This design comes from an exercise in tuning for small area on the open sky130 flow, not from production work.
Function was checked by simulation only, so behaviour that the tests miss may differ from the original.
Power is estimated from default activity; no workload was simulated.

[run.sh]
#!/bin/bash
# synth_recipe.tcl (not shown) runs the flow's synth.tcl, then flattens the netlist and writes it again
# the make line also repeats each setting of config.mk as NAME=value (left out here)
make -C /OpenROAD-flow-scripts/flow DESIGN_CONFIG=/design/flow/config.mk WORK_HOME=/design/flow/orfs CLKGATE_MAP_FILE= SYNTH_SCRIPT=/design/flow/synth_recipe.tcl finish
[config.mk]
export PLATFORM = sky130hd
export DESIGN_NAME = tcp_syn_os_fingerprinter_top
export DESIGN_NICKNAME = tcp_syn_os_fingerprinter_top
export VERILOG_FILES = /design/flow/design.v
export SDC_FILE = /design/flow/constraint.sdc
export NUM_CORES = 4
export LEC_CHECK = 0
export ABC_AREA = 1
export CAP_MARGIN = 20
export CORE_MARGIN = 2
export CORE_UTILIZATION = 40
export CTS_BUF_LIST = sky130_fd_sc_hd__clkbuf_4 sky130_fd_sc_hd__clkbuf_8
export CTS_CLUSTER_DIAMETER = 100
export CTS_CLUSTER_SIZE = 40
export SLEW_MARGIN = 20
[constraint.sdc]
create_clock -name core_clock -period 6.0 [get_ports {clk_i}]
set_input_delay 1.2000 -clock core_clock [delete_from_list [all_inputs] [get_ports {clk_i}]]
set_output_delay 1.2000 -clock core_clock [all_outputs]
set_load 0.01 [all_outputs]
[design.v]
`timescale 1ns / 1ps
package tsf_pkg;
  localparam logic [2:0] B_OTHER = 3'd0;
  localparam logic [2:0] B_1     = 3'd1;
  localparam logic [2:0] B_2     = 3'd2;
  localparam logic [2:0] B_3     = 3'd3;
  localparam logic [2:0] B_4     = 3'd4;
  localparam logic [2:0] B_8     = 3'd5;
  localparam logic [1:0] K_OTHER  = 2'd0;
  localparam logic [1:0] K_UDP    = 2'd1;
  localparam logic [1:0] K_TCP    = 2'd2;
  localparam logic [1:0] K_TCPSYN = 2'd3;
  localparam logic [2:0] C_IDLE  = 3'd0;
  localparam logic [2:0] C_A     = 3'd1;
  localparam logic [2:0] C_B     = 3'd2;
  localparam logic [2:0] C_C     = 3'd3;
  localparam logic [2:0] C_D     = 3'd4;
  localparam logic [2:0] C_E     = 3'd5;
  localparam logic [2:0] C_DE    = 3'd6;
  localparam logic [2:0] C_OTHER = 3'd7;
  localparam logic [2:0] R_NONE = 3'd7;
endpackage
`timescale 1ns / 1ps
module tsf_classify (
  input  logic [2:0] code_i,
  input  logic [5:0] cnt_i,
  input  logic [2:0] byte_i,
  output logic [2:0] code_o
);
  logic [2:0] need;    
  logic       chk;
  always_comb begin
    need = tsf_pkg::B_OTHER;
    case (code_i)
      tsf_pkg::C_A: case (cnt_i)
        6'd28: need = tsf_pkg::B_2;
        6'd24: need = tsf_pkg::B_1;
        6'd23: need = tsf_pkg::B_1;
        6'd22: need = tsf_pkg::B_4;
        default: need = tsf_pkg::B_OTHER;
      endcase
      tsf_pkg::C_B: case (cnt_i)
        6'd32: need = tsf_pkg::B_2;
        6'd28: need = tsf_pkg::B_1;
        6'd27: need = tsf_pkg::B_3;
        6'd24: need = tsf_pkg::B_1;
        6'd23: need = tsf_pkg::B_1;
        6'd22: need = tsf_pkg::B_4;
        default: need = tsf_pkg::B_OTHER;
      endcase
      tsf_pkg::C_C: case (cnt_i)
        6'd44: need = tsf_pkg::B_2;
        6'd40: need = tsf_pkg::B_1;
        6'd39: need = tsf_pkg::B_3;
        6'd36: need = tsf_pkg::B_1;
        6'd35: need = tsf_pkg::B_1;
        6'd34: need = tsf_pkg::B_8;
        6'd24: need = tsf_pkg::B_4;
        default: need = tsf_pkg::B_OTHER;
      endcase
      tsf_pkg::C_DE: case (cnt_i)
        6'd40: need = tsf_pkg::B_2;
        default: need = tsf_pkg::B_OTHER;
      endcase
      tsf_pkg::C_D: case (cnt_i)
        6'd34: need = tsf_pkg::B_8;
        6'd24: need = tsf_pkg::B_1;
        6'd23: need = tsf_pkg::B_3;
        default: need = tsf_pkg::B_OTHER;
      endcase
      tsf_pkg::C_E: case (cnt_i)
        6'd35: need = tsf_pkg::B_1;
        6'd34: need = tsf_pkg::B_8;
        6'd24: need = tsf_pkg::B_1;
        6'd23: need = tsf_pkg::B_3;
        default: need = tsf_pkg::B_OTHER;
      endcase
      default: need = tsf_pkg::B_OTHER;
    endcase
  end
  assign chk = (need == tsf_pkg::B_OTHER) || (need == byte_i);
  always_comb begin
    if (code_i == tsf_pkg::C_DE && cnt_i == 6'd36) begin
      if (byte_i == tsf_pkg::B_4)      code_o = tsf_pkg::C_D;
      else if (byte_i == tsf_pkg::B_1) code_o = tsf_pkg::C_E;
      else                    code_o = tsf_pkg::C_OTHER;
    end else if (chk) begin
      code_o = code_i;
    end else begin
      code_o = tsf_pkg::C_OTHER;
    end
  end
endmodule
`timescale 1ns / 1ps
module tsf_core (
  input  logic        clk_i,
  input  logic        rst_ni,
  input  logic        item_valid_i,
  input  logic        op_i,         
  input  logic [5:0]  pl_i,         
  output logic        take_o,
  output logic        res_valid_o,
  input  logic        res_ready_i,
  output logic [2:0]  cls_o,
  output logic        classified_o,
  output logic [15:0] pkt_o,
  output logic [15:0] tcp_o,
  output logic [15:0] udp_o,
  output logic [15:0] cls_total_o
);
  logic [2:0]  code_q, code_d, code_step;
  logic [5:0]  cnt_q, cnt_d;
  logic [15:0] ip_q, tcp_q, udp_q;
  logic [15:0] cc_q [6];
  logic [5:0]  cc_z_q;
  logic [15:0] cc_sel, cc_inc;
  logic        res_valid_q;
  logic [2:0]  res_q, res_d;
  logic        inc_q;
  logic        emit;
  logic        is_hdr;
  logic [1:0]  kind;
  logic [3:0]  doff;
  assign is_hdr = !op_i;
  assign kind   = pl_i[1:0];
  assign doff   = pl_i[5:2];
  assign take_o = item_valid_i && (!res_valid_q || res_ready_i);
  tsf_classify u_classify (
    .code_i (code_q),
    .cnt_i  (cnt_q),
    .byte_i (pl_i[2:0]),
    .code_o (code_step)
  );
  always_comb begin
    code_d = code_q;
    cnt_d  = cnt_q;
    res_d  = tsf_pkg::R_NONE;
    emit   = 1'b0;
    if (is_hdr) begin
      emit   = 1'b1;
      code_d = tsf_pkg::C_IDLE;
      cnt_d  = {doff, 2'b00};
      if (kind == tsf_pkg::K_TCPSYN) begin
        if (doff <= 4'd5) begin
          res_d = 3'd0;        
        end else begin
          case (doff)
            4'd7:    code_d = tsf_pkg::C_A;
            4'd8:    code_d = tsf_pkg::C_B;
            4'd11:   code_d = tsf_pkg::C_C;
            4'd10:   code_d = tsf_pkg::C_DE;
            default: code_d = tsf_pkg::C_OTHER;
          endcase
        end
      end
    end else if (code_q != tsf_pkg::C_IDLE) begin
      cnt_d  = cnt_q - 1'b1;
      code_d = code_step;
      if (cnt_q == 6'd21) begin
        emit   = 1'b1;
        code_d = tsf_pkg::C_IDLE;
        res_d  = (code_q == tsf_pkg::C_DE || code_q == tsf_pkg::C_OTHER) ? 3'd0 : code_q;
      end
    end
  end
  always_ff @(posedge clk_i or negedge rst_ni) begin
    if (!rst_ni) begin
      code_q      <= tsf_pkg::C_IDLE;
      res_valid_q <= 1'b0;
      inc_q       <= 1'b0;
    end else begin
      if (take_o) begin
        code_q <= code_d;
        res_valid_q <= emit;
      end else if (res_ready_i) begin
        res_valid_q <= 1'b0;
      end
      inc_q <= take_o && emit && (res_d != tsf_pkg::R_NONE);
    end
  end
  always_ff @(posedge clk_i) begin
    if (take_o) begin
      cnt_q <= cnt_d;
    end
    if (take_o && emit) begin
      res_q <= res_d;
    end
  end
  always_ff @(posedge clk_i or negedge rst_ni) begin
    if (!rst_ni) begin
      ip_q  <= '0;
      tcp_q <= '0;
      udp_q <= '0;
    end else begin
      ip_q  <= ip_q  + 16'(take_o && is_hdr);
      tcp_q <= tcp_q + 16'(take_o && is_hdr && kind[1]);
      udp_q <= udp_q + 16'(take_o && is_hdr && kind == tsf_pkg::K_UDP);
    end
  end
  always_comb begin
    case (res_q)
      3'd0:    cc_sel = cc_z_q[0] ? '0 : cc_q[0];
      3'd1:    cc_sel = cc_z_q[1] ? '0 : cc_q[1];
      3'd2:    cc_sel = cc_z_q[2] ? '0 : cc_q[2];
      3'd3:    cc_sel = cc_z_q[3] ? '0 : cc_q[3];
      3'd4:    cc_sel = cc_z_q[4] ? '0 : cc_q[4];
      3'd5:    cc_sel = cc_z_q[5] ? '0 : cc_q[5];
      default: cc_sel = '0;
    endcase
  end
  assign cc_inc = cc_sel + 16'(inc_q);
  always_ff @(posedge clk_i or negedge rst_ni) begin
    if (!rst_ni) begin
      cc_z_q <= '1;
    end else if (inc_q) begin
      for (int i = 0; i < 6; i++) begin
        if (res_q == 3'(i)) cc_z_q[i] <= 1'b0;
      end
    end
  end
  always_ff @(posedge clk_i) begin
    if (inc_q) begin
      for (int i = 0; i < 6; i++) begin
        if (res_q == 3'(i)) cc_q[i] <= cc_inc;
      end
    end
  end
  assign res_valid_o  = res_valid_q;
  assign classified_o = (res_q != tsf_pkg::R_NONE);
  assign cls_o        = (res_q == tsf_pkg::R_NONE) ? 3'd0 : res_q;
  assign pkt_o        = ip_q;
  assign tcp_o        = tcp_q;
  assign udp_o        = udp_q;
  assign cls_total_o  = cc_inc;
endmodule
`timescale 1ns / 1ps
module tcp_syn_os_fingerprinter_top #(
  parameter int unsigned COUNT_WIDTH = 16
) (
  input  logic         clk_i,
  input  logic         rst_ni,
  input  logic         s_axis_tvalid,
  output logic         s_axis_tready,
  input  logic [23:0]  s_axis_tdata,
  input  logic [0:0]   s_axis_tuser,
  output logic         m_axis_tvalid,
  input  logic         m_axis_tready,
  output logic [135:0] m_axis_tdata,
  output logic [0:0]   m_axis_tuser
);
  logic        in_valid_q;
  logic        op_q;
  logic [5:0]  pl_q, pl_in;
  logic [1:0]  kind_in;
  logic [2:0]  bcode_in;
  logic [7:0]  proto, obyte;
  logic        take;
  logic [2:0]  cls;
  logic        classified;
  logic [15:0] pkt, tcp, udp, cls_total;
  assign proto = s_axis_tdata[7:0];
  assign obyte = s_axis_tdata[21:14];
  always_comb begin
    if (proto == 8'd17)     kind_in = tsf_pkg::K_UDP;
    else if (proto == 8'd6) kind_in = (s_axis_tdata[8] && !s_axis_tdata[9]) ? tsf_pkg::K_TCPSYN : tsf_pkg::K_TCP;
    else                    kind_in = tsf_pkg::K_OTHER;
    case (obyte)
      8'd1:    bcode_in = tsf_pkg::B_1;
      8'd2:    bcode_in = tsf_pkg::B_2;
      8'd3:    bcode_in = tsf_pkg::B_3;
      8'd4:    bcode_in = tsf_pkg::B_4;
      8'd8:    bcode_in = tsf_pkg::B_8;
      default: bcode_in = tsf_pkg::B_OTHER;
    endcase
    if (s_axis_tuser[0]) pl_in = {3'b000, bcode_in};
    else                 pl_in = {s_axis_tdata[13:10], kind_in};
  end
  assign s_axis_tready = !in_valid_q || take;
  always_ff @(posedge clk_i or negedge rst_ni) begin
    if (!rst_ni) begin
      in_valid_q <= 1'b0;
    end else begin
      in_valid_q <= !s_axis_tready || s_axis_tvalid;
    end
  end
  always_ff @(posedge clk_i) begin
    if (s_axis_tready) begin
      op_q <= s_axis_tuser[0];
      pl_q <= pl_in;
    end
  end
  tsf_core u_core (
    .clk_i        (clk_i),
    .rst_ni       (rst_ni),
    .item_valid_i (in_valid_q),
    .op_i         (op_q),
    .pl_i         (pl_q),
    .take_o       (take),
    .res_valid_o  (m_axis_tvalid),
    .res_ready_i  (m_axis_tready),
    .cls_o        (cls),
    .classified_o (classified),
    .pkt_o        (pkt),
    .tcp_o        (tcp),
    .udp_o        (udp),
    .cls_total_o  (cls_total)
  );
  assign m_axis_tdata = {5'b0, 16'b0, cls_total, 16'b0, udp, 16'b0, tcp, 16'b0, pkt, cls};
  assign m_axis_tuser = classified;
endmodule
==> results of run 1 <==
-- synthesized netlist by cell type (4+ instances only) --
library cell and n:
a21oi_1 18, inv_2 6, nor2_2 8, inv_1 75
nor3_1 16, nand2_1 163, xor2_1 37, xnor2_1 15
nor2_4 9, o21ai_0 15, ha_1 13, nand3b_1 5
nand2_2 6, dfrtp_1 54, dfstp_2 6, nor2_1 82
a22oi_1 8, nand3_2 4, nand4_1 10, buf_4 70
edfxtp_1 112, nand3_1 55
-- state kept, by name (all words and copies together) (netlist names) --
register            flops
in_valid_q              1
op_q                    1
pl_q                    6
u_core.cc_q            96
u_core.cc_z_q           6
u_core.cnt_q            6
u_core.code_q           3
u_core.inc_q            1
u_core.ip_q            16
u_core.res_q            3
u_core.res_valid_q      1
u_core.tcp_q           16
u_core.udp_q           16
-- layout make-up --
class | instances | area share (%)
clock buffers | 17 | 2.33
clock inverters | 15 | 1.76
inverters | 82 | 3.07
multi-input cells | 568 | 30.6
flip-flops and latches | 172 | 48.5
well taps | 275 | 3.43
repair buffers | 106 | 10.3
-- stage by stage --
step | cell area, um2 | util [%] | hold WS (ns) | std cells
5_1_grt | 10000 | 47.8 | 0.498 | 1235
6_report | 10000 | 47.8 | 0.475 | 1235
2_1_floorplan | 8840 | - | 0.457 | 899
3_3_place_gp | 9630 | 45.8 | 0.463 | 1203
3_5_place_dp | 9630 | 45.8 | 0.462 | 1203
4_1_cts | 10000 | 47.8 | 0.479 | 1235
-- how the worst min path moves through the flow --
stage / startpoint / end / slack (ns) / cells past startpoint
2_1_floorplan: u_core.cc_z_q[3] / u_core.cc_z_q[3] / 0.46 / 2
3_3_place_gp: u_core.udp_q[15] / u_core.udp_q[15] / 0.46 / 1
3_5_place_dp: u_core.tcp_q[15] / u_core.tcp_q[15] / 0.46 / 1
4_1_cts: u_core.udp_q[15] / u_core.udp_q[15] / 0.48 / 1
5_1_grt: u_core.cc_z_q[3] / u_core.cc_z_q[3] / 0.50 / 2
6_report: u_core.udp_q[15] / u_core.udp_q[15] / 0.48 / 1
-- power breakdown --
| group | leakage, nW | switching (mW) | internal (mW) | total, mW |
|---|---|---|---|---|
| logic | 2.41 | 0.376 | 0.248 | 0.624 |
| registers | 1.76 | 0.0797 | 1.38 | 1.46 |
| clock network | 0.200 | 0.497 | 0.319 | 0.815 |
| total | 4.37 | 0.952 | 1.95 | 2.90 |
-- routing by layer --
metal	routed length (um)	GRT usage [%]
met2	9050	27.5
met3	667	3.58
met5	0	0
met4	197	4.76
met1	7570	20.3
-- layout by cell type (no fill, tap or decap), drive strengths merged, types with 9 or more instances in the layout --
cell type	count
nor3	18
nand4	12
clkbuf	17
nand3	59
nand3b	9
nand2	172
o21ai	18
inv	88
ha	13
a21oi	18
xor2	37
nor2	101
edfxtp	112
dfrtp	54
conb	69
xnor2	15
clkdlybuf4s50	95
buf	11
-- kinds of logic (layout without fill, tap and decap cells) --
| family | after synthesis | count (layout) | synth area share, % |
|---|---|---|---|
| and+or+nand+nor | 375 | 375 | 21.4 |
| DFF | 172 | 172 | 56.7 |
| buffers and inverters | 159 | 220 | 10.4 |
| AOI/OAI and AO/OA | 59 | 59 | 4.23 |
| xor gates and xnor gates | 52 | 52 | 5.30 |
| adders and majority gates | 13 | 13 | 1.89 |
| other | 1 | 69 | 0.0437 |
-- critical path, stage by stage (launching register included) --
cell,delay (ns)
edfxtp_1,0.55
nor2_2,0.19
nand2_1,0.35
nor2_4,0.39
a22oi_1,0.15
nand3_1,0.12
ha_1,0.20
ha_1,0.21
inv_1,0.09
nor3_1,0.25
xor2_1,0.50
clkdlybuf4s50_1,0.64
==> metrics.md, run 1 <==
| Metric | Value |
|---|---|
| Worst Hold Class | `reg -> reg` |
| Leakage | `4.37 nW` |
| Hold Vio Cnt, Final | `0` |
| DIE WIDTH | `151 um` |
| Seq/Total Area, Yosys | `56.7%` |
| Post-synth cell types | `53` |
| TritonCTS Buffers | `17` |
| CP Data Required Time | `4.80 ns` |
| Die height | `151 um` |
| Top post-synthesis cells by area | `edfxtp_1, dfrtp_1, nand2_1, buf_4, xor2_1` |
| Layout area overhead | `16.9%` |
| Maximum operating frequency | `189 MHz` |
| Reg2reg start | `u_core.res_q[1]` |
| DR pass1 iterations | `7` |
| Critical path arrival | `4.10 ns` |
| Drt drc | `0` |
| Share of cells above drive strength 1 | `9.90%` |
| Worst Clk Skew | `0.0227 ns` |
| Std cell rows | `53` |
| Setup Fix Bufs, Post-CTS | `0` |
| GRT Total Usage | `16.0%` |
| Crit path launch type | `flop` |
| DP Wirelength | `12.3 mm` |
| Vias | `5744` |
| Port bufs | `96` |
| Minimum clock period | `5.30 ns` |
| Largest area contributor in the netlist | `edfxtp_1` |
| WL per Instance | `14.2 um` |
| H-tree depth | `4` |
| Sequential cell area | `4870 um2` |
| CP endpoint kind | `output pin` |
| Syn Inst Count | `831` |
| Max_cap viols | `0` |
| Least-Margin Pin Slew | `1.03 ns` |
| Antenna viol nets, final | `0` |
| Root Buffer | `clkbuf_8` |
| Syn avg cell area | `10.3 um2` |
| R2R Setup Slk | `2.73 ns` |
| Reg2Reg Depth | `10` |
| Mapped cell area | `8590 um2` |
| Final WL | `17.5 mm` |
| Top cell type's share of synthesized area | `39.2%` |
| Max Root-Sink Buffers | `2` |
| Slew Viols, Final | `0` |
| VDD IR max | `0.209 mV` |
| Max FO, Critical Path | `11` |
| Initial Util | `40.9%` |
| Final setup fails | `0` |
| Combined area of the multi-input logic cells | `3080 um2` |
| Fin Setup TNS | `0 ns` |
| Hold_buf cts | `0` |
| Fin crit share | `88.3%` |
| Core region area | `21000 um2` |
| Routed vias/inst | `4.65` |
| Die footprint | `22700 um2` |
| RSZ-0062 raised after global routing | `no` |
| GPL Wtd Cong | `0.822` |
| Max-slew headroom | `30.9%` |
| Clock transition at path regs | `0.09 ns` |
| Post-cts resize count | `0` |
| CP Launch Point | `u_core.res_q[1]` |
| TritonCTS clock tree | `yes` |
| FF-to-FF End | `u_core.cc_q[3][6]` |
| Warnings, synthesis | `4` |
| Final worst slack | `0.703 ns` |
| Initial drt markers | `405` |
| GR Overflow Total | `0` |
| Clock Sinks | `172` |
| Predominant post-synthesis flop cell | `edfxtp_1` |
| Pre-CTS setup slack | `1.11 ns` |
| Io pins | `168` |
| Power per cell area | `289 nW/um2` |
| Vias in the first global route | `5463` |
| Fillers | `2025` |
| First-pass GRT wire length | `27.9 mm` |
| Antenna violations before repair | `0` |
| Layout Nets | `989` |
| Total power | `2.90 mW` |
| # diodes | `0` |
| Largest net degree at the start of global routing | `61` |
| Async set-or-reset flop fraction in the synthesized netlist | `34.9%` |
| Post-synth EDFFs | `112` |
| Worst skew pair latency | `0.47 ns` |
| Register bit total from synthesis | `172` |
| Critical path class | `reg -> out` |
| Status | `complete, no violations` |
| End of the critical path | `m_axis_tdata[105]` |
==> inputs of run 2 (changes only) <==
--- a/design.v
+++ b/design.v
@@ -114,3 +114,2 @@
   logic [15:0] cc_q [6];
-  logic [5:0]  cc_z_q;
   logic [15:0] cc_sel, cc_inc;
@@ -201,8 +200,8 @@
     case (res_q)
-      3'd0:    cc_sel = cc_z_q[0] ? '0 : cc_q[0];
-      3'd1:    cc_sel = cc_z_q[1] ? '0 : cc_q[1];
-      3'd2:    cc_sel = cc_z_q[2] ? '0 : cc_q[2];
-      3'd3:    cc_sel = cc_z_q[3] ? '0 : cc_q[3];
-      3'd4:    cc_sel = cc_z_q[4] ? '0 : cc_q[4];
-      3'd5:    cc_sel = cc_z_q[5] ? '0 : cc_q[5];
+      3'd0:    cc_sel = cc_q[0];
+      3'd1:    cc_sel = cc_q[1];
+      3'd2:    cc_sel = cc_q[2];
+      3'd3:    cc_sel = cc_q[3];
+      3'd4:    cc_sel = cc_q[4];
+      3'd5:    cc_sel = cc_q[5];
       default: cc_sel = '0;
@@ -213,12 +212,5 @@
     if (!rst_ni) begin
-      cc_z_q <= '1;
+      for (int i = 0; i < 6; i++) cc_q[i] <= '0;
     end else if (inc_q) begin
       for (int i = 0; i < 6; i++) begin
-        if (res_q == 3'(i)) cc_z_q[i] <= 1'b0;
-      end
-    end
-  end
-  always_ff @(posedge clk_i) begin
-    if (inc_q) begin
-      for (int i = 0; i < 6; i++) begin
         if (res_q == 3'(i)) cc_q[i] <= cc_inc;
--- a/config.mk
+++ b/config.mk
@@ -7,3 +7,2 @@
 export LEC_CHECK = 0
-export ABC_AREA = 1
 export CAP_MARGIN = 20
@@ -11,5 +10,2 @@
 export CORE_UTILIZATION = 40
-export CTS_BUF_LIST = sky130_fd_sc_hd__clkbuf_4 sky130_fd_sc_hd__clkbuf_8
-export CTS_CLUSTER_DIAMETER = 100
-export CTS_CLUSTER_SIZE = 40
 export SLEW_MARGIN = 20
==> metrics.md, run 2 <==
| Metric | Value |
|---|---|
| Status | `complete, no violations` |
| Io pins | `168` |
| CP Data Required Time | `4.80 ns` |
| Max-slew headroom | `33.0%` |
| Mapped cell area | `8740 um2` |
| Maximum operating frequency | `187 MHz` |
| R2R Setup Slk | `2.56 ns` |
| Final setup fails | `0` |
| Final WL | `19.0 mm` |
| GR peak layer | `met2` |
| DR pass1 iterations | `4` |
| RSZ-0062 raised after global routing | `no` |
| Post-cts resize count | `0` |
| Fin crit share | `89.0%` |
| Leakage | `4.63 nW` |
| Post-synth cell types | `71` |
| Antenna viol nets, final | `0` |
| H-tree depth | `4` |
| Most common cell after layout, fill and taps aside | `dfrtp_1` |
| Top cell type's share of synthesized area | `42.9%` |
| Async set-or-reset flop fraction in the synthesized netlist | `90.4%` |
| Minimum clock period | `5.34 ns` |
| Combined area of the multi-input logic cells | `3930 um2` |
| Total power | `2.95 mW` |
| Die height | `152 um` |
| TritonCTS Buffers | `17` |
| Hold Vio Cnt, Final | `0` |
| Largest register FFs | `96` |
| Layout area overhead | `18.1%` |
| Root Buffer | `clkbuf_16` |
| GR Overflow Total | `0` |
| Drt drc | `0` |
| Fillers | `2092` |
| Final worst slack | `0.658 ns` |
| Clock Sinks | `166` |
| Top post-synthesis cells by area | `dfrtp_1, buf_4, edfxtp_1, nand2_1, o21ai_0` |
| CP max stage cell | `edfxtp_1` |
| Share of cells above drive strength 1 | `9.86%` |
| Worst Clk Skew | `0.0195 ns` |
| Seq/Total Area, Yosys | `48.4%` |
| Most frequent cells in the layout | `dfrtp_1, nand2_1, clkdlybuf4s50_1, o21ai_0, conb_1` |
| CP Cell Sequence | `buf_4 -> nor2b_1 -> a2bb2oi_1 -> o221a_2 -> nor2_1 -> and4bb_1 -> nor3b_2 -> xor2_2 -> inv_1 -> clkdlybuf4s50_1` |
| Most frequent cell after synthesis | `dfrtp_1` |
| Worst hold slack | `0.473 ns` |
| TritonCTS clock tree | `yes` |
| Hold_buf cts | `0` |
| Fin Setup TNS | `0 ns` |
| WL per Instance | `15.1 um` |
| Vias | `6222` |
| Slowest stage delay, CP | `1.01 ns` |
| Vias in the first global route | `6026` |
| Slew Viols, Final | `0` |
| Initial drt markers | `253` |
| Register bit total from synthesis | `166` |
| Predominant post-synthesis flop cell | `dfrtp_1` |
| Std cell rows | `54` |
| Met1 Use GR | `22.1%` |
| Largest Register | `u_core.cc_q` |
| DP Wirelength | `13.0 mm` |
| Critical path arrival | `4.14 ns` |
| Warnings, synthesis | `4` |
| Hold depth | `2` |
| # diodes | `0` |
| Reg2reg start | `u_core.res_q[0]` |
| FF-to-FF End | `u_core.cc_q[1][10]` |
| Power per cell area | `286 nW/um2` |
| Max_cap viols | `0` |
| Max FO, Critical Path | `21` |
| Layout Nets | `1003` |
| Pre-CTS setup slack | `1.09 ns` |
| Critical path class | `reg -> out` |
| Post-synth top cells | `dfrtp_1, nand2_1, o21ai_0, buf_4, nor2_1` |
| Largest area contributor in the netlist | `dfrtp_1` |
| Syn Inst Count | `870` |
| Least-Margin Pin Slew | `1.01 ns` |
| Worst skew pair latency | `0.43 ns` |
| Post-synth EDFFs | `16` |
| Hold Startpoint | `u_core.cc_q[2][2]` |
| GPL Wtd Cong | `0.858` |
| Worst Hold Class | `reg -> reg` |
| Hold Path Sink | `u_core.cc_q[2][2]` |
| Met2 global-route usage | `27.7%` |
| Port bufs | `96` |
| M3 GR Usage | `3.45%` |
| VDD IR max | `0.179 mV` |
| Max Root-Sink Buffers | `2` |
| DIE WIDTH | `152 um` |
| Sequential cell area | `4230 um2` |
| Core region area | `21600 um2` |
| Reg2Reg Depth | `9` |
| Routed vias/inst | `4.96` |
| CP Launch Point | `u_core.res_q[0]` |
| CP endpoint kind | `output pin` |
| Antenna violations before repair | `0` |
| Syn avg cell area | `10.0 um2` |
| GRT Total Usage | `16.5%` |
| Largest net degree at the start of global routing | `112` |
| Crit path launch type | `flop` |
| Clock transition at path regs | `0.07 ns` |
| Layout Utilization | `47.7%` |
| Initial Util | `40.4%` |
| Die footprint | `23000 um2` |
| First-pass GRT wire length | `31.3 mm` |
| Setup Fix Bufs, Post-CTS | `0` |
run 2: per-stage QoR:
step	std cells	cell area, um2
final	1254	10300
after detailed placement	1222	9730
after CTS	1254	10300
after global routing	1254	10300
after floorplan	938	8990
after global placement	1221	9700
run 2: layout make-up:
class | instances | share of cell area [%]
Sequential cell | 166 | 41.0
Timing Repair Buffer | 113 | 10.8
Multi-Input combinational cell | 634 | 38.1
Inverter | 29 | 1.05
Clock inverter | 12 | 1.14
Tap cell | 280 | 3.40
Clock buffer | 20 | 4.54
run 2: critical path: cells and delay by family (launching register included):
kind | cells | cell delay [ns]
AND/OR/NAND/NOR | 4 | 1.05
XOR/XNOR | 1 | 0.35
flip-flops | 1 | 1.01
AO/OA/AOI/OAI | 2 | 0.40
buffers and inverters | 3 | 0.89
run 2: worst max path at each step:
| stage | end | slack [ns] | cells past startpoint |
|---|---|---|---|
| finish | m_axis_tdata[114] | 0.66 | 10 |
| global route | m_axis_tdata[106] | 0.33 | 9 |
| CTS | m_axis_tdata[109] | 0.59 | 10 |
| detailed placement | m_axis_tdata[109] | 1.09 | 10 |
| global placement | m_axis_tdata[109] | 1.09 | 10 |
| floorplan | m_axis_tdata[106] | 2.37 | 11 |
run 2: per-layer routing:
| layer | wire length [um] | vias up |
|---|---|---|
| met3 | 718 | 9 |
| met5 | 0 | - |
| met2 | 9230 | 124 |
| met4 | 150 | 0 |
| met1 | 8900 | 3040 |
| li1 | - | 3049 |
run 2: logic make-up (layout without fill, tap and decap cells):
| group | Yosys count | in the layout | share of synthesized area (%) |
|---|---|---|---|
| buffers and inverters | 138 | 174 | 9.53 |
| multiplexers | 42 | 42 | 6.10 |
| AO/OA/AOI/OAI | 170 | 170 | 11.8 |
| flip-flops | 166 | 166 | 48.4 |
| adder cells (fa/ha/maj) | 13 | 13 | 1.86 |
| other | 1 | 69 | 0.0429 |
| XOR/XNOR | 63 | 63 | 6.49 |
| AND/OR/NAND/NOR | 277 | 277 | 15.7 |
run 2: power breakdown:
part           total (mW)  switching [mW]  internal (mW)
combinational       0.501           0.266          0.235
clock                1.08           0.466          0.612
sequential           1.37           0.129           1.24
==> inputs of run 3 (changes only) <==
--- a/design.v
+++ b/design.v
@@ -114,2 +114,3 @@
   logic [15:0] cc_q [6];
+  logic [5:0]  cc_z_q;
   logic [15:0] cc_sel, cc_inc;
@@ -200,8 +201,8 @@
     case (res_q)
-      3'd0:    cc_sel = cc_q[0];
-      3'd1:    cc_sel = cc_q[1];
-      3'd2:    cc_sel = cc_q[2];
-      3'd3:    cc_sel = cc_q[3];
-      3'd4:    cc_sel = cc_q[4];
-      3'd5:    cc_sel = cc_q[5];
+      3'd0:    cc_sel = cc_z_q[0] ? '0 : cc_q[0];
+      3'd1:    cc_sel = cc_z_q[1] ? '0 : cc_q[1];
+      3'd2:    cc_sel = cc_z_q[2] ? '0 : cc_q[2];
+      3'd3:    cc_sel = cc_z_q[3] ? '0 : cc_q[3];
+      3'd4:    cc_sel = cc_z_q[4] ? '0 : cc_q[4];
+      3'd5:    cc_sel = cc_z_q[5] ? '0 : cc_q[5];
       default: cc_sel = '0;
@@ -212,5 +213,12 @@
     if (!rst_ni) begin
-      for (int i = 0; i < 6; i++) cc_q[i] <= '0;
+      cc_z_q <= '1;
     end else if (inc_q) begin
       for (int i = 0; i < 6; i++) begin
+        if (res_q == 3'(i)) cc_z_q[i] <= 1'b0;
+      end
+    end
+  end
+  always_ff @(posedge clk_i) begin
+    if (inc_q) begin
+      for (int i = 0; i < 6; i++) begin
         if (res_q == 3'(i)) cc_q[i] <= cc_inc;
==> flow/run.sh (new file) <==
#!/bin/bash
# Own layout flow: the standard.sh, unchanged synthesis, then these changes:
#  - constant outputs keep the single tie cell from synthesis (no per-port tie cells),
#  - port buffers use sky130_fd_sc_hd__buf_1,
#  - CTS without dummy loads.
# Each step's full output goes to its own log here.
set -euo pipefail
bash standard.sh synth > 1_synth.log 2>&1
bash standard.sh SKIP_REPAIR_TIE_FANOUT=1 floorplan > 2_floorplan.log 2>&1
bash standard.sh SKIP_REPAIR_TIE_FANOUT=1 \
  "BUFFER_PORTS_ARGS=-buffer_cell sky130_fd_sc_hd__buf_1" \
  "CTS_ARGS=-sink_clustering_enable -repair_clock_nets -dont_use_dummy_load" \
  finish > 3_finish.log 2>&1
==> standard.sh (new file) <==
#!/bin/bash
# synth_recipe.tcl (not shown) runs the flow's synth.tcl, then flattens the netlist and writes it again
# the make line also repeats each setting of config.mk as NAME=value (left out here)
make -C /OpenROAD-flow-scripts/flow DESIGN_CONFIG=/design/flow/config.mk WORK_HOME=/design/flow/orfs CLKGATE_MAP_FILE= SYNTH_SCRIPT=/design/flow/synth_recipe.tcl "${@:-finish}"
removed: run.sh
==> metrics.md, run 3 <==
| Metric | Value |
|---|---|
| Status | `complete, no violations` |
| Largest area contributor in the netlist | `edfxtp_1` |
| Slowest stage delay, CP | `0.78 ns` |
| Drt drc | `0` |
| Antenna violations before repair | `0` |
| RSZ-0062 raised after global routing | `no` |
| Hold_buf cts | `0` |
| WL per Instance | `17.4 um` |
| Power per cell area | `318 nW/um2` |
| Predominant post-synthesis flop cell | `edfxtp_1` |
| Max_cap viols | `0` |
| Largest Register | `u_core.cc_q` |
| R2R Setup Slk | `2.32 ns` |
| Leakage | `3.21 nW` |
| Die footprint | `21700 um2` |
| Final setup fails | `0` |
| Fin Setup TNS | `0 ns` |
| Die height | `147 um` |
| Max FO, Critical Path | `13` |
| Post-synth top cells | `edfxtp_1, buf_4, dfrtp_1, a22oi_1, nand2_1` |
| Worst Hold Class | `reg -> reg` |
| Top cell type's share of synthesized area | `40.9%` |
| FF-to-FF End | `u_core.cc_q[3][15]` |
| TritonCTS Buffers | `17` |
| Most frequent cells in the layout | `edfxtp_1, buf_1, dfrtp_1, a22oi_1, nand2_1` |
| Syn avg cell area | `12.6 um2` |
| Hold Vio Cnt, Final | `0` |
| Clock transition at path regs | `0.06 ns` |
| Post-synth cell types | `63` |
| GRT Total Usage | `15.9%` |
| CP Data Required Time | `4.80 ns` |
| Initial drt markers | `307` |
| Antenna viol nets, final | `0` |
| Worst Clk Skew | `0.0210 ns` |
| Layout Nets | `730` |
| Reg2Reg Depth | `8` |
| Hold Path Sink | `u_core.tcp_q[15]` |
| Register bit total from synthesis | `172` |
| Max Root-Sink Buffers | `2` |
| Final WL | `16.7 mm` |
| Net Sw Frac | `27.8%` |
| Power Internal | `2.03 mW` |
| GPL Wtd Cong | `0.879` |
| Vias in the first global route | `5027` |
| Crit path max-delay family | `simple AND/OR/NAND/NOR gates` |
| Critical path arrival | `4.03 ns` |
| # placed instances | `938` |
| Worst skew pair latency | `0.42 ns` |
| Critical path class | `reg -> out` |
| Minimum clock period | `5.23 ns` |
| P_sw | `0.781 mW` |
| Clock network fraction of total power | `31.2%` |
| Hold Startpoint | `u_core.tcp_q[15]` |
| Share of cells above drive strength 1 | `8.75%` |
| H-tree depth | `4` |
| Reg power frac | `52.9%` |
| Warnings, synthesis | `4` |
| Hold depth | `1` |
| Root Buffer | `clkbuf_16` |
| # diodes | `0` |
| Most common cell after layout, fill and taps aside | `edfxtp_1` |
| Reg2reg start | `u_core.res_q[1]` |
| Crit path top cell by count | `nand3_1` |
| Largest net degree at the start of global routing | `70` |
| Crit path launch type | `flop` |
| Post-synth EDFFs | `112` |
| Core region area | `20200 um2` |
| First-pass GRT wire length | `27.0 mm` |
| Max-slew headroom | `31.0%` |
| Comb pwr share | `15.9%` |
| CP endpoint kind | `output pin` |
| CP max stage cell | `edfxtp_1` |
| Top post-synthesis cells by area | `edfxtp_1, dfrtp_1, buf_4, xnor2_1, a22oi_1` |
| TritonCTS clock tree | `yes` |
| Maximum operating frequency | `191 MHz` |
| Seq/Total Area, Yosys | `59.2%` |
| Std cell rows | `52` |
| Largest register FFs | `96` |
| Most frequent cell after synthesis | `edfxtp_1` |
| Least-Margin Pin Slew | `1.03 ns` |
| Initial Util | `40.7%` |
| GR Overflow Total | `0` |
| Clock Sinks | `172` |
| Routed vias/inst | `5.26` |
| Worst hold slack | `0.472 ns` |
| DR pass1 iterations | `4` |
| Worst path bufs/invs | `1` |
| Setup Fix Bufs, Post-CTS | `0` |
| DP Wirelength | `11.2 mm` |
| Io pins | `168` |
| Non-filler instance count after layout | `956` |
| Mapped cell area | `8230 um2` |
| Port bufs | `96` |
| Post-cts resize count | `0` |
| Syn Inst Count | `653` |
| Vias | `5028` |
| Slew Viols, Final | `0` |
| CP Cell Sequence | `nor4b_4 -> a22oi_1 -> nand3_1 -> ha_1 -> nand3_1 -> nor4_2 -> nand4_1 -> xnor2_1 -> buf_1` |
| Fin crit share | `87.1%` |
| Layout area overhead | `7.36%` |
| DIE WIDTH | `147 um` |
| Async set-or-reset flop fraction in the synthesized netlist | `34.9%` |
| VDD IR max | `0.206 mV` |
run 3: worst reg2reg max path: stages (launching register included):
cell and delay [ns]:
edfxtp_1 0.78, nor4b_4 0.76, a22oi_1 0.15, nand3_1 0.16, ha_1 0.22, nand3_1 0.20, nor4_2 0.47, nand4_1 0.21
xnor2_1 0.48
run 3: cell families (layout without fill, tap and decap cells):
group                      Yosys count  count (layout)  share of synthesized area, %
xor gates and xnor gates            62              62                          6.60
and+or+nand+nor                    210             210                          15.0
other                                1               1                        0.0456
AOI/OAI and AO/OA                   91              91                          8.05
muxes                                5               5                         0.730
buffers and inverters               99             132                          8.33
adders and majority gates           13              13                          1.98
DFF                                172             172                          59.2
run 3: how the worst max path moves through the flow:
stage	startpoint	end	slack [ns]	cells past startpoint
2_1_floorplan	u_core.res_q[1]	m_axis_tdata[114]	2.18	10
3_3_place_gp	u_core.res_q[0]	m_axis_tdata[114]	1.23	9
3_5_place_dp	u_core.res_q[1]	m_axis_tdata[114]	1.14	9
4_1_cts	u_core.res_q[1]	m_axis_tdata[114]	0.71	9
5_1_grt	u_core.res_q[1]	m_axis_tdata[114]	0.45	9
6_report	u_core.res_q[1]	m_axis_tdata[114]	0.77	9
run 3: layout make-up:
type | instances | area [um2]
Inverter | 8 | 30.0
Timing Repair Buffer | 107 | 452
Fill cell | 1858 | 11400
Tap cell | 270 | 338
Sequential cell | 172 | 4870
Clock buffer | 17 | 425
Multi-Input combinational cell | 382 | 2720
run 3: power groups by stage:
| stage | Clock, mW | Sequential [mW] | Combinational (mW) |
|---|---|---|---|
| floorplan | 0 | 1.45 | 0.391 |
| global placement | 0 | 1.50 | 0.434 |
| detailed placement | 0 | 1.51 | 0.449 |
| CTS | 0.897 | 1.49 | 0.451 |
| global route | 0.940 | 1.51 | 0.498 |
| finish | 0.876 | 1.49 | 0.446 |
run 3: routing by layer:
layer	global-route usage (%)	vias up	wire length, um
met4	5.19	0	248
li1	-	2379	-
met2	25.6	154	8170
met3	4.60	20	1130
met1	20.8	2475	7110
met5	0	-	0
run 3: through the flow:
step / setup WS (ns) / util (%) / instance area, um2 / power [mW]
global route: 0.451 / 43.6 / 8830 / 2.94
global placement: 1.23 / 41.5 / 8390 / 1.94
detailed placement: 1.14 / 41.5 / 8390 / 1.96
floorplan: 2.18 / - / 8230 / 1.84
finish: 0.773 / 43.6 / 8830 / 2.81
CTS: 0.705 / 43.6 / 8820 / 2.83
==> inputs of run 4 (changes only) <==
--- a/flow/run.sh
+++ b/flow/run.sh
@@ -11,3 +11,3 @@
   "BUFFER_PORTS_ARGS=-buffer_cell sky130_fd_sc_hd__buf_1" \
-  "CTS_ARGS=-sink_clustering_enable -repair_clock_nets -dont_use_dummy_load" \
+  "CTS_ARGS=-sink_clustering_enable -repair_clock_nets -dont_use_dummy_load -buf_list sky130_fd_sc_hd__clkbuf_8" \
   finish > 3_finish.log 2>&1
--- a/config.mk
+++ b/config.mk
@@ -9,3 +9,3 @@
 export CORE_MARGIN = 2
-export CORE_UTILIZATION = 40
+export CORE_UTILIZATION = 85
 export SLEW_MARGIN = 20
==> metrics.md, run 4 <==
| Metric | Value |
|---|---|
| Maximum operating frequency | `185 MHz` |
| Warnings, synthesis | `4` |
| Routed vias/inst | `6.65` |
| Std cell rows | `35` |
| Layout Utilization | `90.6%` |
| Max Root-Sink Buffers | `2` |
| Largest family of logic cells by synthesized area | `simple AND/OR/NAND/NOR gates` |
| Core region area | `9330 um2` |
| GR Overflow Total | `0` |
| Layout Nets | `729` |
| Reg2Reg Depth | `8` |
| Fin crit share | `90.3%` |
| Pre-CTS setup slack | `1.30 ns` |
| Final Instance Area | `8450 um2` |
| Max-slew headroom | `28.4%` |
| Non-filler instance count after layout | `814` |
| Top post-synthesis cells by area | `edfxtp_1, dfrtp_1, buf_4, xnor2_1, a22oi_1` |
| Least-Margin Pin Slew | `1.07 ns` |
| Die height | `102 um` |
| Post-synth cell types | `63` |
| Hold_buf cts | `0` |
| Io pins | `168` |
| Max FO, Critical Path | `13` |
| DR pass1 iterations | `5` |
| Root Buffer | `clkbuf_8` |
| Layout area overhead | `2.71%` |
| Largest Register | `u_core.cc_q` |
| Slew Viols, Final | `0` |
| GPL Wtd Cong | `0.882` |
| Largest net degree at the start of global routing | `70` |
| Critical path arrival | `4.22 ns` |
| Leakage | `3.12 nW` |
| Max_cap viols | `0` |
| Antenna violations before repair | `0` |
| Most common cell after layout, fill and taps aside | `edfxtp_1` |
| Share of cells above drive strength 1 | `8.61%` |
| GRT Total Usage | `35.8%` |
| Most frequent cell after synthesis | `edfxtp_1` |
| DP Wirelength | `11.2 mm` |
| Worst Clk Skew | `0.0396 ns` |
| Port bufs | `96` |
| DIE WIDTH | `102 um` |
| Minimum clock period | `5.42 ns` |
| Post-synth top cells | `edfxtp_1, buf_4, dfrtp_1, a22oi_1, nand2_1` |
| RSZ-0062 raised after global routing | `no` |
| Vias in the first global route | `5395` |
| Crit path launch type | `flop` |
| Final setup fails | `0` |
| Mapped cell area | `8230 um2` |
| Top cell type's share of synthesized area | `40.9%` |
| Largest area contributor in the netlist | `edfxtp_1` |
| FF-to-FF End | `u_core.cc_q[2][15]` |
| Worst hold slack | `0.485 ns` |
| Compound-cell area share of the yosys netlist | `8.05%` |
| R2R Setup Slk | `2.15 ns` |
| Fillers | `380` |
| CP endpoint kind | `output pin` |
| Clock transition at path regs | `0.08 ns` |
| Hold depth | `1` |
| Hold Startpoint | `u_core.udp_q[15]` |
| Register bit total from synthesis | `172` |
| Total power | `2.54 mW` |
| Post-synth EDFFs | `112` |
| Seq/Total Area, Yosys | `59.2%` |
| Predominant post-synthesis flop cell | `edfxtp_1` |
| Async set-or-reset flop fraction in the synthesized netlist | `34.9%` |
| Final worst slack | `0.581 ns` |
| Worst Hold Class | `reg -> reg` |
| CP Data Required Time | `4.80 ns` |
| Final WL | `17.7 mm` |
| Largest register FFs | `96` |
| Worst skew pair latency | `0.46 ns` |
| Syn avg cell area | `12.6 um2` |
| Die footprint | `10500 um2` |
| Post-Synth Adder-Cell Area | `1.98%` |
| Setup Fix Bufs, Post-CTS | `0` |
| TritonCTS Buffers | `17` |
| Hold Path Sink | `u_core.udp_q[15]` |
| Fin Setup TNS | `0 ns` |
| Most frequent cells in the layout | `edfxtp_1, buf_1, dfrtp_1, a22oi_1, nand2_1` |
| Reg2reg start | `u_core.res_q[1]` |
| Drt drc | `0` |
| Initial drt markers | `460` |
| Cell Area, Placed | `8220 um2` |
| TritonCTS clock tree | `yes` |
| H-tree depth | `4` |
| VDD IR max | `0.199 mV` |
| Power per cell area | `301 nW/um2` |
| Status | `complete, no violations` |
| Antenna viol nets, final | `0` |
| Post-cts resize count | `0` |
| Xor-xnor portion of the synthesized cell area | `6.60%` |
| Mux cell area share after synthesis | `0.730%` |
| Initial Util | `88.2%` |
| Critical path class | `reg -> out` |
| WL per Instance | `21.7 um` |
| First-pass GRT wire length | `27.6 mm` |
| Clock Sinks | `172` |
| Hold Vio Cnt, Final | `0` |
| # diodes | `0` |
| Simple-Gate Fraction of Synth Area | `15.0%` |
| # placed instances | `797` |
| Vias | `5415` |
| Syn Inst Count | `653` |
## run 4: changes by cell type in the layout (fill, tap and decap cells not counted)
| cell | previous run | this run |
|---|---|---|
| clkbuf_16 | 17 | 0 |
| clkbuf_8 | 0 | 17 |
| buf_8 | 1 | 0 |
## run 4: how the worst max path moves through the flow
stage | to | cells past startpoint | start | slack, ns
final | m_axis_tdata[114] | 9 | u_core.res_q[1] | 0.58
after detailed placement | m_axis_tdata[114] | 10 | u_core.res_q[1] | 1.30
after floorplan | m_axis_tdata[114] | 10 | u_core.res_q[1] | 2.18
after CTS | m_axis_tdata[114] | 9 | u_core.res_q[1] | 0.61
after global placement | m_axis_tdata[114] | 10 | u_core.res_q[1] | 1.51
after global routing | m_axis_tdata[114] | 9 | u_core.res_q[1] | 0.36
## run 4: area by class of cell
type / count / area (um2) / share of cell area (%)
flip-flops and latches: 172 / 4870 / 57.7
repair buffers: 106 / 437 / 5.17
well taps: 129 / 161 / 1.91
clock buffers: 17 / 234 / 2.77
multi-input cells: 382 / 2720 / 32.1
inverters: 8 / 30.0 / 0.355
## run 4: metal layers
layer	up-vias	wire length [um]	share of wire (%)	global-route usage, %
met4	0	503	2.8	15.3
met2	340	9360	53	62.3
met3	53	1520	8.6	7.25
met1	2650	6280	36	44.0
li1	2372	-	-	-
met5	-	0	0	0
## run 4: cells by family (layout without fill, tap and decap cells)
logic type | after synthesis | after routing
other cells | 1 | 1
mux | 5 | 5
xor+xnor | 62 | 62
simple gates | 210 | 210
compound gates | 91 | 91
flops | 172 | 172
fa+ha+maj | 13 | 13
buf+inv | 99 | 131
## run 4: where the power goes
part,leakage (nW),internal [mW],switching [mW]
Clock,0.122,0.250,0.341
Combinational,1.16,0.169,0.292
Sequential,1.83,1.37,0.125
## run 4: worst max-delay path, stage by stage (launching register included)
cell	delay, ns
edfxtp_1	0.69
nor4b_4	0.75
a22oi_1	0.24
nand3_1	0.13
ha_1	0.24
nand3_1	0.21
nor4_2	0.52
nand4_1	0.23
xnor2_1	0.56
buf_1	0.21
==> inputs of run 5 (changes only) <==
--- a/config.mk
+++ b/config.mk
@@ -9,3 +9,3 @@
 export CORE_MARGIN = 2
-export CORE_UTILIZATION = 85
+export CORE_UTILIZATION = 70
 export SLEW_MARGIN = 20
==> metrics.md, run 5 <==
| Metric | Value |
|---|---|
| Syn avg cell area | `12.6 um2` |
| # diodes | `0` |
| Leakage | `3.12 nW` |
| GRT Total Usage | `23.8%` |
| Pre-CTS setup slack | `1.17 ns` |
| # placed instances | `812` |
| Predominant post-synthesis flop cell | `edfxtp_1` |
| Wire length on met1 | `6.43 mm` |
| Metal3 WL | `843 um` |
| Post-cts resize count | `0` |
| Initial Util | `71.7%` |
| Core region area | `11500 um2` |
| Post-synth cell types | `63` |
| Worst Clk Skew | `0.0282 ns` |
| WL per Instance | `17.9 um` |
| Fin crit share | `89.1%` |
| Slew Viols, Final | `0` |
| Minimum clock period | `5.35 ns` |
| Worst Hold Class | `reg -> reg` |
| Share of cells above drive strength 1 | `8.75%` |
| Most frequent cells in the layout | `edfxtp_1, buf_1, dfrtp_1, a22oi_1, nand2_1` |
| Syn Inst Count | `653` |
| Fin Setup TNS | `0 ns` |
| Post-synth top cells | `edfxtp_1, buf_4, dfrtp_1, a22oi_1, nand2_1` |
| DR pass1 iterations | `5` |
| Clock transition at path regs | `0.07 ns` |
| GR Overflow Total | `0` |
| Setup Fix Bufs, Post-CTS | `0` |
| Die height | `112 um` |
| Max Root-Sink Buffers | `2` |
| Largest Register | `u_core.cc_q` |
| Final setup fails | `0` |
| Root Buffer | `clkbuf_8` |
| Crit path top cell by count | `nand3_1` |
| CP Cell Sequence | `nor4b_4 -> buf_4 -> a22oi_1 -> nand3_1 -> nand3_1 -> nor4_2 -> nand4_1 -> xnor2_1 -> buf_1` |
| CP max stage cell | `edfxtp_1` |
| Power per cell area | `296 nW/um2` |
| Worst hold slack | `0.468 ns` |
| Most frequent cell after synthesis | `edfxtp_1` |
| Warnings, synthesis | `4` |
| Crit path launch type | `flop` |
| Max FO, Critical Path | `13` |
| DP Wirelength | `10.0 mm` |
| Reg power frac | `59.1%` |
| Max-slew headroom | `31.4%` |
| Initial drt markers | `362` |
| Clock network fraction of total power | `23.3%` |
| Max_cap viols | `0` |
| TritonCTS clock tree | `yes` |
| DR top layer | `met4` |
| P_sw | `0.726 mW` |
| Layout area overhead | `3.01%` |
| Comb pwr share | `17.6%` |
| VDD IR max | `0.269 mV` |
| Antenna viol nets, final | `0` |
| Register bit total from synthesis | `172` |
| Total power | `2.51 mW` |
| Clock Sinks | `172` |
| First-pass GRT wire length | `23.6 mm` |
| Antenna violations before repair | `0` |
| Least-Margin Pin Slew | `1.03 ns` |
| RSZ-0062 raised after global routing | `no` |
| Hold_buf cts | `0` |
| Largest area contributor in the netlist | `edfxtp_1` |
| Power Internal | `1.79 mW` |
| Status | `complete, no violations` |
| Drt drc | `0` |
| Crit path max-delay family | `simple AND/OR/NAND/NOR gates` |
| Worst path bufs/invs | `2` |
| GPL Wtd Cong | `0.879` |
| Critical path arrival | `4.15 ns` |
| Non-filler instance count after layout | `829` |
| CP endpoint kind | `output pin` |
| Hold Vio Cnt, Final | `0` |
| Final WL | `14.9 mm` |
| Seq/Total Area, Yosys | `59.2%` |
| Most common cell after layout, fill and taps aside | `edfxtp_1` |
| Post-synth EDFFs | `112` |
| Top post-synthesis cells by area | `edfxtp_1, dfrtp_1, buf_4, xnor2_1, a22oi_1` |
| Port bufs | `96` |
| Critical path class | `reg -> out` |
| Net Sw Frac | `28.9%` |
| Maximum operating frequency | `187 MHz` |
| Layout Nets | `730` |
| Routed vias/inst | `6.00` |
| Worst skew pair latency | `0.44 ns` |
| Vias in the first global route | `4830` |
| Die footprint | `12600 um2` |
| Std cell rows | `39` |
| Slowest stage delay, CP | `0.82 ns` |
| DIE WIDTH | `112 um` |
| Top cell type's share of synthesized area | `40.9%` |
| Largest register FFs | `96` |
| Io pins | `168` |
| Async set-or-reset flop fraction in the synthesized netlist | `34.9%` |
| Mapped cell area | `8230 um2` |
| Final worst slack | `0.653 ns` |
| CP Data Required Time | `4.80 ns` |
| H-tree depth | `4` |
| Routed wl met2 | `7.39 mm` |
| Largest net degree at the start of global routing | `70` |
| TritonCTS Buffers | `17` |
| Vias | `4973` |
-- run 5: cell counts after synthesis --
No cell type changed its count.
-- run 5: worst register-to-register path, stage by stage (launching register included) --
cell and delay (ns):
edfxtp_1 0.82, nor4b_4 0.69, buf_4 0.32, a22oi_1 0.09, nand3_1 0.17, nand3_1 0.23, nor4_2 0.50, nand4_1 0.23
xnor2_1 0.47
-- run 5: final cells by class --
cell class,count,area (um2)
fill,782,2990
multi-input combinational,382,2720
sequential,172,4870
inverter,8,30.0
tap,143,179
timing repair buffer,107,444
clock buffer,17,234
-- run 5: worst paths after layout --
kind / startpoint / end / slack (ns) / cells past startpoint
min in group asynchronous: rst_ni / u_core.tcp_q[7] / 0.91 / 2
hold / removal: u_core.tcp_q[15] / u_core.tcp_q[15] / 0.47 / 1
hold reg to reg: u_core.tcp_q[15] / u_core.tcp_q[15] / 0.47 / 1
setup / recovery: u_core.res_q[0] / m_axis_tdata[114] / 0.65 / 9
max in group asynchronous: rst_ni / u_core.code_q[0] / 4.56 / 2
setup reg to reg: u_core.res_q[0] / u_core.cc_q[3][15] / 2.24 / 8
-- run 5: through the flow --
step                      cell area (um2)  utilization, %
after floorplan                      8230               -
after global placement               8240            71.9
after detailed placement             8240            71.9
after CTS                            8470            73.9
after global routing                 8470            73.9
final                                8470            73.9
-- run 5: routing by layer --
layer / GRT usage [%] / up-vias
li1: - / 2385
met1: 31.9 / 2409
met2: 39.8 / 161
met3: 5.02 / 18
met4: 6.91 / 0
met5: 0 / -
-- run 5: cells by family after synthesis --
group	after synthesis	synth area share, %
buffers and inverters	99	8.33
muxes	5	0.730
DFF	172	59.2
and+or+nand+nor	210	15.0
xor gates and xnor gates	62	6.60
AOI/OAI and AO/OA	91	8.05
other	1	0.0456
adders and majority gates	13	1.98
-- run 5: power groups by stage --
stage               sequential, mW  clock (mW)  combinational [mW]
detailed placement            1.51           0               0.443
finish                        1.48       0.586               0.442
global route                  1.50       0.638               0.487
CTS                           1.48       0.600               0.445
global placement              1.50           0               0.430
floorplan                     1.45           0               0.391
==> inputs of run 6 (changes only) <==
--- a/design.v
+++ b/design.v
@@ -99,3 +99,3 @@
   input  logic        op_i,         
-  input  logic [5:0]  pl_i,         
+  input  logic [4:0]  pl_i,         
   output logic        take_o,
@@ -114,3 +114,3 @@
   logic [15:0] cc_q [6];
-  logic [5:0]  cc_z_q;
+  logic [5:0]  cc_w_q;
   logic [15:0] cc_sel, cc_inc;
@@ -121,7 +121,9 @@
   logic        is_hdr;
-  logic [1:0]  kind;
+  logic        is_syn, is_tcp, is_udp;
   logic [3:0]  doff;
   assign is_hdr = !op_i;
-  assign kind   = pl_i[1:0];
-  assign doff   = pl_i[5:2];
+  assign is_syn = pl_i[4];
+  assign is_tcp = pl_i[4] || pl_i[1:0] == tsf_pkg::K_TCP;
+  assign is_udp = !pl_i[4] && pl_i[1:0] == tsf_pkg::K_UDP;
+  assign doff   = pl_i[3:0];
   assign take_o = item_valid_i && (!res_valid_q || res_ready_i);
@@ -142,3 +144,3 @@
       cnt_d  = {doff, 2'b00};
-      if (kind == tsf_pkg::K_TCPSYN) begin
+      if (is_syn) begin
         if (doff <= 4'd5) begin
@@ -195,4 +197,4 @@
       ip_q  <= ip_q  + 16'(take_o && is_hdr);
-      tcp_q <= tcp_q + 16'(take_o && is_hdr && kind[1]);
-      udp_q <= udp_q + 16'(take_o && is_hdr && kind == tsf_pkg::K_UDP);
+      tcp_q <= tcp_q + 16'(take_o && is_hdr && is_tcp);
+      udp_q <= udp_q + 16'(take_o && is_hdr && is_udp);
     end
@@ -201,8 +203,8 @@
     case (res_q)
-      3'd0:    cc_sel = cc_z_q[0] ? '0 : cc_q[0];
-      3'd1:    cc_sel = cc_z_q[1] ? '0 : cc_q[1];
-      3'd2:    cc_sel = cc_z_q[2] ? '0 : cc_q[2];
-      3'd3:    cc_sel = cc_z_q[3] ? '0 : cc_q[3];
-      3'd4:    cc_sel = cc_z_q[4] ? '0 : cc_q[4];
-      3'd5:    cc_sel = cc_z_q[5] ? '0 : cc_q[5];
+      3'd0:    cc_sel = cc_w_q[0] ? cc_q[0] : '0;
+      3'd1:    cc_sel = cc_w_q[1] ? cc_q[1] : '0;
+      3'd2:    cc_sel = cc_w_q[2] ? cc_q[2] : '0;
+      3'd3:    cc_sel = cc_w_q[3] ? cc_q[3] : '0;
+      3'd4:    cc_sel = cc_w_q[4] ? cc_q[4] : '0;
+      3'd5:    cc_sel = cc_w_q[5] ? cc_q[5] : '0;
       default: cc_sel = '0;
@@ -213,6 +215,6 @@
     if (!rst_ni) begin
-      cc_z_q <= '1;
+      cc_w_q <= '0;
     end else if (inc_q) begin
       for (int i = 0; i < 6; i++) begin
-        if (res_q == 3'(i)) cc_z_q[i] <= 1'b0;
+        if (res_q == 3'(i)) cc_w_q[i] <= 1'b1;
       end
@@ -252,3 +254,3 @@
   logic        op_q;
-  logic [5:0]  pl_q, pl_in;
+  logic [4:0]  pl_q, pl_in;
   logic [1:0]  kind_in;
@@ -274,4 +276,8 @@
     endcase
-    if (s_axis_tuser[0]) pl_in = {3'b000, bcode_in};
-    else                 pl_in = {s_axis_tdata[13:10], kind_in};
+    pl_in[4]   = !s_axis_tuser[0] && kind_in == tsf_pkg::K_TCPSYN;
+    pl_in[3]   = s_axis_tdata[13];
+    pl_in[2]   = s_axis_tuser[0] ? bcode_in[2] : s_axis_tdata[12];
+    if (s_axis_tuser[0])                  pl_in[1:0] = bcode_in[1:0];
+    else if (kind_in == tsf_pkg::K_TCPSYN) pl_in[1:0] = s_axis_tdata[11:10];
+    else                                   pl_in[1:0] = kind_in;
   end
==> metrics.md, run 6 <==
| Metric | Value |
|---|---|
| Status | `complete, no violations` |
| Warnings, synthesis | `4` |
| Final WL | `15.2 mm` |
| Initial Util | `71.6%` |
| Setup Fix Bufs, Post-CTS | `0` |
| Post-synth EDFFs | `111` |
| Non-filler instance count after layout | `829` |
| Port bufs | `96` |
| Max Root-Sink Buffers | `2` |
| Most frequent cells in the layout | `edfxtp_1, buf_1, dfrtp_1, a22oi_1, nand2_1` |
| Async set-or-reset flop fraction in the synthesized netlist | `35.1%` |
| Layout Nets | `730` |
| Syn avg cell area | `12.3 um2` |
| Worst Hold Class | `reg -> reg` |
| DR pass1 iterations | `5` |
| WL per Instance | `18.4 um` |
| DP Wirelength | `10.1 mm` |
| Die height | `112 um` |
| R2R Setup Slk | `2.46 ns` |
| Drt drc | `0` |
| Max-slew headroom | `32.2%` |
| Reg2reg start | `u_core.res_q[0]` |
| Fillers | `765` |
| Maximum operating frequency | `196 MHz` |
| Minimum clock period | `5.11 ns` |
| Syn Inst Count | `661` |
| RSZ-0062 raised after global routing | `no` |
| Top cell type's share of synthesized area | `40.9%` |
| First-pass GRT wire length | `24.5 mm` |
| Worst skew pair latency | `0.44 ns` |
| Mapped cell area | `8140 um2` |
| Top post-synthesis cells by area | `edfxtp_1, dfrtp_1, buf_4, a22oi_1, xnor2_1` |
| # placed instances | `812` |
| Largest net degree at the start of global routing | `70` |
| Hold_buf cts | `0` |
| H-tree depth | `4` |
| Hold Vio Cnt, Final | `0` |
| Max_cap viols | `0` |
| Core region area | `11400 um2` |
| Least-Margin Pin Slew | `1.02 ns` |
| Critical path class | `reg -> out` |
| Vias | `4999` |
| Register bit total from synthesis | `171` |
| Largest area contributor in the netlist | `edfxtp_1` |
| Power per cell area | `310 nW/um2` |
| CP Launch Point | `u_core.res_q[0]` |
| Largest Register | `u_core.cc_q` |
| Std cell rows | `39` |
| Largest register FFs | `96` |
| Reg2Reg Depth | `9` |
| Most frequent cell after synthesis | `edfxtp_1` |
| Antenna viol nets, final | `0` |
| Routed vias/inst | `6.03` |
| Post-synth cell types | `62` |
| Clock transition at path regs | `0.07 ns` |
| Vias in the first global route | `4911` |
| GRT Total Usage | `25.1%` |
| Slew Viols, Final | `0` |
| Antenna violations before repair | `0` |
| Seq/Total Area, Yosys | `59.4%` |
| VDD IR max | `0.195 mV` |
| Share of cells above drive strength 1 | `7.29%` |
| CP endpoint kind | `output pin` |
| Crit path launch type | `flop` |
| GPL Wtd Cong | `0.875` |
| End of the critical path | `m_axis_tdata[111]` |
| Critical path arrival | `3.91 ns` |
| Max FO, Critical Path | `16` |
| DIE WIDTH | `112 um` |
| Worst Clk Skew | `0.0243 ns` |
| Io pins | `168` |
| Fin Setup TNS | `0 ns` |
| Predominant post-synthesis flop cell | `edfxtp_1` |
| Post-synth top cells | `edfxtp_1, buf_4, dfrtp_1, a22oi_1, nand2_1` |
| TritonCTS clock tree | `yes` |
| Root Buffer | `clkbuf_8` |
| # diodes | `0` |
| TritonCTS Buffers | `17` |
| Final setup fails | `0` |
| CP Data Required Time | `4.80 ns` |
| Initial drt markers | `452` |
| Fin crit share | `85.2%` |
| FF-to-FF End | `u_core.cc_q[2][12]` |
| Leakage | `3.19 nW` |
| GR Overflow Total | `0` |
| Most common cell after layout, fill and taps aside | `edfxtp_1` |
| Layout area overhead | `2.69%` |
| Die footprint | `12500 um2` |
| Post-cts resize count | `0` |
| Clock Sinks | `171` |
-- run 6: cell types whose count changed in the layout (fill, tap and decap cells not counted), sizes merged, moves of 3 or more --
cell and change:
o211ai -3, inv +4, nor2b -9, o41ai +3, and4b +3, a31oi +3, or2 +6, nand3 +4
dfrtp +6, dfstp -6, buf -3, nor4b -4, and3 +4
-- run 6: stage by stage --
step	utilization, %	cell area [um2]	setup slack (ns)	total power, mW	hold slack [ns]
3_5_place_dp	71.4	8120	1.35	2.02	0.447
2_1_floorplan	-	8140	2.31	1.89	0.430
3_3_place_gp	71.4	8120	1.46	1.99	0.443
5_1_grt	73.5	8360	0.572	2.72	0.501
4_1_cts	73.5	8360	0.855	2.59	0.460
6_report	73.5	8360	0.886	2.59	0.465
-- run 6: worst max-delay path: stages, from the launching register on --
cell and delay [ns]:
edfxtp_1 0.72, and4b_1 0.81, a22oi_1 0.13, nand3_1 0.13
ha_1 0.26, ha_1 0.24, nand2_1 0.13, nor2_1 0.25
nand4_1 0.15, xnor2_1 0.45, buf_1 0.20
-- run 6: power breakdown --
part           leakage [nW]  switching, mW  total, mW  internal, mW
clock network         0.122          0.335      0.585         0.250
logic                  1.23          0.311      0.485         0.174
registers              1.84          0.130       1.52          1.39
-- run 6: layout make-up --
type | instances | area (um2) | share of cell area, %
Sequential cell | 171 | 4830 | 57.8
Clock buffer | 17 | 234 | 2.80
Tap cell | 143 | 179 | 2.14
Timing Repair Buffer | 104 | 422 | 5.04
Multi-Input combinational cell | 382 | 2650 | 31.6
Inverter | 12 | 45.0 | 0.539
-- run 6: how the worst min path moves through the flow --
stage / start / to / slack [ns] / depth (start not counted)
2_1_floorplan: u_core.cc_w_q[2] / u_core.cc_w_q[2] / 0.43 / 1
3_3_place_gp: u_core.cc_w_q[3] / u_core.cc_w_q[3] / 0.44 / 1
3_5_place_dp: u_core.cc_w_q[4] / u_core.cc_w_q[4] / 0.45 / 1
4_1_cts: u_core.cc_w_q[4] / u_core.cc_w_q[4] / 0.46 / 1
5_1_grt: u_core.cc_w_q[4] / u_core.cc_w_q[4] / 0.50 / 1
6_report: u_core.cc_w_q[4] / u_core.cc_w_q[4] / 0.46 / 1
-- run 6: cell families (layout without fill, tap and decap cells) --
logic type,count (synthesis),in the layout,synth area share [%]
XOR/XNOR,62,62,6.67
AND/OR/NAND/NOR,209,209,14.6
buffers and inverters,108,133,8.65
AO/OA/AOI/OAI,95,95,8.44
multiplexers,2,2,0.246
flip-flops,171,171,59.4
adder cells (fa/ha/maj),13,13,2.00
other,1,1,0.0461
-- run 6: metal layers --
metal / global-route usage [%] / share of wire, %
met5: 0 / 0
met4: 9.22 / 1.4
met3: 5.61 / 5.4
met2: 42.4 / 52
met1: 32.2 / 41

==> static timing again, ports no longer ideal <==
In the flow no input, the clock included, has a driving cell. The finished layouts below were timed again as built, in two steps.
Step 1 (the two cells are an assumption about what drives the block):
set clk [get_ports {clk_i}]
set_driving_cell -lib_cell sky130_fd_sc_hd__clkbuf_16 $clk
set_driving_cell -lib_cell sky130_fd_sc_hd__buf_2 [delete_from_list [all_inputs] $clk]
Step 2 also shifts input and output timing later by t, the mid clock arrival at the registers, as if the neighbouring blocks saw the same clock.
Three values: ideal, step 1, step 2; two values: the first two.
run | t (ns) | slack for setup (ns) | hold WS [ns] | worst setup path after step 2 | clock arrival spread, ns
run 1 | 0.497 | 0.703 / 0.666 / 1.164 | 0.475 / 0.475 / 0.475 | register to output | 0.023 / 0.023
run 2 | 0.463 | 0.658 / 0.612 / 1.074 | 0.473 / 0.473 / 0.473 | register to output | 0.020 / 0.021
run 3 | 0.451 | 0.773 / 0.727 / 1.178 | 0.472 / 0.472 / 0.472 | register to output | 0.021 / 0.021
run 4 | 0.474 | 0.581 / 0.549 / 1.023 | 0.485 / 0.485 / 0.485 | register to output | 0.039 / 0.040
run 5 | 0.457 | 0.653 / 0.622 / 1.079 | 0.468 / 0.468 / 0.468 | register to output | 0.031 / 0.030
run 6 | 0.460 | 0.886 / 0.858 / 1.317 | 0.465 / 0.465 / 0.465 | register to output | 0.024 / 0.025
After both steps every run listed still meets setup and hold.
